Context: an optimization exercise on an open-source flow, tuned for small area, a short achievable clock period and few clock cycles per item. The choices shown serve that exercise and are no tape-out recipe. The RTL was checked by simulation tests, not by an equivalence proof against the original design. Power and IR drop assume default switching activity.

==> inputs of run X <==
## iir_rectify_derivative_core
module iir_rectify_derivative_core #(
  parameter int ORDER = 3
) (
  input  logic                                   clk,
  input  logic                                   rst_n,
  input  logic                                   cfg_wr_en,
  input  logic [ird_pkg::CFG_IDX_W-1:0]          cfg_index,
  input  logic [ird_pkg::COEF_W-1:0]             cfg_data,
  input  logic                                   in_valid,
  output logic                                   in_stall,
  input  logic signed [ird_pkg::X_W-1:0]         in_sample_in,
  output logic                                   out_valid,
  input  logic                                   out_stall,
  output logic signed [ird_pkg::X_W-1:0]         out_filtered_out,
  output logic signed [ird_pkg::X_W-1:0]         out_rectified_out,
  output logic signed [ird_pkg::X_W-1:0]         out_derivative_out,
  output logic                                   out_derivative_valid
);
clock: 10.0 ns
lec_check: 0
cap_margin: 20
core_margin: 2
core_utilization: 40
setup_slack_margin: 5
slew_margin: 20
run.sh (not shown) runs the stock make flow with config.mk's settings and CLKGATE_MAP_FILE= SYNTH_SCRIPT=/design/flow/synth_recipe.tcl, a recipe that flattens the netlist after the stock synthesis.
==> inputs of run R, as changes to run X <==
--- a/flow/design.v
+++ b/flow/design.v
@@ -211,32 +211,39 @@
     end
   end
   logic signed [X_W-1:0] x_r;
   logic [PW-1:0] p0s_r, p0c_r, p1s_r, p1c_r, p2s_r, p2c_r, p3s_r, p3c_r;
   logic [PW-1:0] u0s, u0c, u1s, u1c;
   always_ff @(posedge clk) begin
     if (!in_stall) x_r <= in_sample_in;
   end
-  ird_bx_tree u_bx0 (.x(x_r), .b(pd_r ? b2_r : b0_r), .s(u0s), .c(u0c));
-  ird_bx_tree u_bx1 (.x(x_r), .b(pd_r ? b3_r : b1_r), .s(u1s), .c(u1c));
+  logic signed [ird_pkg::COEF_W-1:0] bs0_r, bs1_r;
+  always_ff @(posedge clk) begin
+    bs0_r <= in_stall ? b2_r : b0_r;
+    bs1_r <= in_stall ? b3_r : b1_r;
+  end
+  ird_bx_tree u_bx0 (.x(x_r), .b(bs0_r), .s(u0s), .c(u0c));
+  ird_bx_tree u_bx1 (.x(x_r), .b(bs1_r), .s(u1s), .c(u1c));
   always_ff @(posedge clk) begin
     if (pstep) begin
       p0s_r <= u0s;
       p0c_r <= u0c;
       p1s_r <= u1s;
       p1c_r <= u1c;
     end
     if (ystep) begin
-      p2s_r <= u0s;
-      p2c_r <= u0c;
       p3s_r <= u1s;
       p3c_r <= u1c;
     end
   end
+  always_ff @(posedge clk) begin
+    p2s_r <= u0s;
+    p2c_r <= u0c;
+  end
   logic [26:0]             enc1_r, enc2_r;
   logic signed [ACC_W-1:0] y_r, d1_r, d2_r;
   logic [SW-1:0]           s0s_r, s0c_r, ts_r, tc_r;
   logic [SW-1:0]           g1s, g1c, g2s, g2c;
   logic [ACC_W-1:0]        d1u, pw;
   always_ff @(posedge clk) begin
     enc1_r <= ird_pkg::benc18(a1_r, 1'b1);
     enc2_r <= ird_pkg::benc18(ystep ? a2_r : a3_r, 1'b1);
==> flow/flow/run.sh (new file) <==
#!/bin/bash
set -euo pipefail
cd "$(dirname "$0")/.."

# standard synthesis, unchanged
bash standard.sh synth > synth.log 2>&1

# the rest of the standard flow with a larger repair_timing setup margin
sed 's/"\${@:-finish}"/SETUP_SLACK_MARGIN=5.5 "${@:-finish}"/' standard.sh > standard_margin.sh
grep -q 'SETUP_SLACK_MARGIN=5.5' standard_margin.sh
bash standard_margin.sh finish > layout.log 2>&1
test -s out/final.def
==> flow/standard.sh (new file) <==
#!/bin/bash
# synth_recipe.tcl (not shown) runs the flow's synth.tcl, then flattens the netlist and writes it again
# the make line also repeats each setting of config.mk as NAME=value (left out here)
make -C /OpenROAD-flow-scripts/flow DESIGN_CONFIG=/design/flow/config.mk WORK_HOME=/design/flow/orfs CLKGATE_MAP_FILE= SYNTH_SCRIPT=/design/flow/synth_recipe.tcl "${@:-finish}"
- SETUP_SLACK_MARGIN: 5 -> unset
removed: flow/run.sh
==> notes <==
Design area: run R is higher than run X (about 3%).
In run R the first-iteration DRC count is smaller than in run X, by 5.8%.
Via count: run R is smaller than run X (0.75%).
Against run X, the combinational power of run R is larger by about 17%.
In run R the clock power is larger than in run X, by about 3%.
Of run X and run R, run X has the higher global-route usage (gap 0.47 points).
Against run X, the hold slack of run R is worse by 0.032 ns.
Of run X and run R, run R has the higher power (gap 12%, measured against run R).
In run R the count of clock-buffer cells in the layout is higher than in run X, by 17.
Against run R, the final cell count of run X is lower by 0.52%.
==> figures <==
Final cell count without fillers: run X 14600; run R 14700
Share of post-route cells with drive strength above 1: run X 5.81%; run R 9.35%
Clock power share: run X 13.9%; run R 12.7%
TritonRoute pass-1 iters: run X 6; run R 7
Share of the cycle needed by the critical path after routing: run X 50.0%; run R 45.8%
Initial Util: run X 40.2%; run R 40.3%
TritonCTS sink count: run X 920; run R 956
Maximum number of pins on one net before global-route repair: run X 214; run R 129
Cell variety after synth: run X 100; run R 95
Run status: run X complete, no violations; run R complete, no violations
Global-route met3 utilization: run X 8.18%; run R 7.19%
Post-Synth Simple-Gate Area: run X 9.91%; run R 10.0%
Synthesized-area fraction occupied by ao, oa, aoi and oai cells: run X 17.6%; run R 16.7%
Clock skew: run X 0.0301 ns; run R 0.105 ns
Total global routing track utilization: run X 29.0%; run R 28.5%
Adder and majority cell fraction of the synthesized area: run X 30.0%; run R 30.2%
Buffering overhead: run X 2.68%; run R 4.88%
Number of antenna violations at the first check in global routing: run X 17; run R 15
Clock buffers created by TritonCTS: run X 110; run R 111
Reported leakage power: run X 43.8 nW; run R 44.9 nW
Area share of xor/xnor cells in the synthesized design: run X 8.01%; run R 8.59%
Worst IR drop on VDD: run X 253 uV; run R 254 uV
Testbench counts of run X, summed over its fixed seeds: cycles 5,184, items 2,560.
Testbench counts of run R, summed over its fixed seeds: cycles 5,184, items 2,560.

---

==> v12 <==
iir_rectify_derivative_core with an RTL version that a note above also has.
==> flow/config.mk <==
export PLATFORM = sky130hd
export DESIGN_NAME = iir_rectify_derivative_core
export DESIGN_NICKNAME = iir_rectify_derivative_core
export VERILOG_FILES = /design/flow/design.v
export SDC_FILE = /design/flow/constraint.sdc
export NUM_CORES = 4
export LEC_CHECK = 0
export CAP_MARGIN = 20
export CORE_MARGIN = 2
export CORE_UTILIZATION = 40
export SLEW_MARGIN = 20
==> flow/constraint.sdc <==
create_clock -name core_clock -period 10.0 [get_ports {clk}]
set_input_delay 2.0000 -clock core_clock [delete_from_list [all_inputs] [get_ports {clk}]]
set_output_delay 2.0000 -clock core_clock [all_outputs]
set_load 0.01 [all_outputs]
standard.sh (not shown) runs the stock make flow with config.mk's settings and CLKGATE_MAP_FILE= SYNTH_SCRIPT=/design/flow/synth_recipe.tcl, a recipe that flattens the netlist after the stock synthesis.
==> flow/flow/run.sh <==
#!/bin/bash
set -euo pipefail
cd "$(dirname "$0")/.."

# standard synthesis, unchanged
bash standard.sh synth > synth.log 2>&1

# the rest of the standard flow with a larger repair_timing setup margin
sed 's/"\${@:-finish}"/SETUP_SLACK_MARGIN=5.6 "${@:-finish}"/' standard.sh > standard_margin.sh
grep -q 'SETUP_SLACK_MARGIN=5.6' standard_margin.sh
bash standard_margin.sh finish > layout.log 2>&1
test -s out/final.def
==> v28: changes against v12 <==
--- a/flow/design.v
+++ b/flow/design.v
@@ -229,18 +229,16 @@
       p0c_r <= u0c;
       p1s_r <= u1s;
       p1c_r <= u1c;
     end
     if (ystep) begin
+      p2s_r <= u0s;
+      p2c_r <= u0c;
       p3s_r <= u1s;
       p3c_r <= u1c;
     end
   end
-  always_ff @(posedge clk) begin
-    p2s_r <= u0s;
-    p2c_r <= u0c;
-  end
   logic [26:0]             enc1_r, enc2_r;
   logic signed [ACC_W-1:0] y_r, d1_r, d2_r;
   logic [SW-1:0]           s0s_r, s0c_r, ts_r, tc_r;
   logic [SW-1:0]           g1s, g1c, g2s, g2c;
   logic [ACC_W-1:0]        d1u, pw;
==> flow/flow/run.sh (replaced) <==
#!/bin/bash
set -euo pipefail
cd "$(dirname "$0")/.."

# standard synthesis, unchanged
bash standard.sh synth > synth.log 2>&1

# the rest of the standard flow with a larger repair_timing setup margin
sed 's/"\${@:-finish}"/SETUP_SLACK_MARGIN=5.5 "${@:-finish}"/' standard.sh > standard_margin.sh
grep -q 'SETUP_SLACK_MARGIN=5.5' standard_margin.sh
bash standard_margin.sh finish > layout.log 2>&1
test -s out/final.def
==> summary of the runs <==
Of v28 and v12, v28 has the higher die area (gap about 0.6%, measured against v12).
Clock power is about the same in v28 and v12.
In flip-flop and latch count, v12 and v28 do not differ.
Power: v12 is larger than v28 (9.5%).
In v28 the synthesized area is larger than in v12, by 0.64%.
Against v28, the fmax of v12 is higher by about 1.7%.
Of v12 and v28, v12 has the higher register-to-register slack (gap 0.08 ns).
Testbench counts of v12, summed over its fixed seeds: cycles 5,184, items 2,560.
Testbench counts of v28, summed over its fixed seeds: cycles 5,184, items 2,560.

==> re-timing with driven ports <==
How much do the figures lean on ideal ports? The routed layouts below were timed once more, with nothing changed but the port constraints. Step 1 assumes that a clkbuf_16 drives the clock port and a buf_2 every other input. Step 2 moves the port delays by t, midway between the first and last clock arrival at a register: inputs arrive t later, outputs are due t later. That takes back most of the time a late clock gives input paths. a / b / c = no drivers / after step 1 / after step 2; a / b = the first two.
| run | shift t [ns] | setup WS [ns] | worst setup path at the end | cell pins on the clock port's net |
|---|---|---|---|---|
| run X | 0.886 | 5.004 / 4.936 / 4.991 | input to register | 1 |
| run R | 0.904 | 5.416 / 5.416 / 5.394 | input to register | 1 |
| v12 | 0.884 | 5.526 / 5.526 / 5.033 | input to register | 1 |
| v28 | 0.861 | 5.449 / 5.449 / 5.016 | input to register | 1 |
After both steps setup and hold are still met in every run listed. The setup slack of v12, which loses most, moves by 0.000 ns with the drivers and by -0.493 ns with both steps.
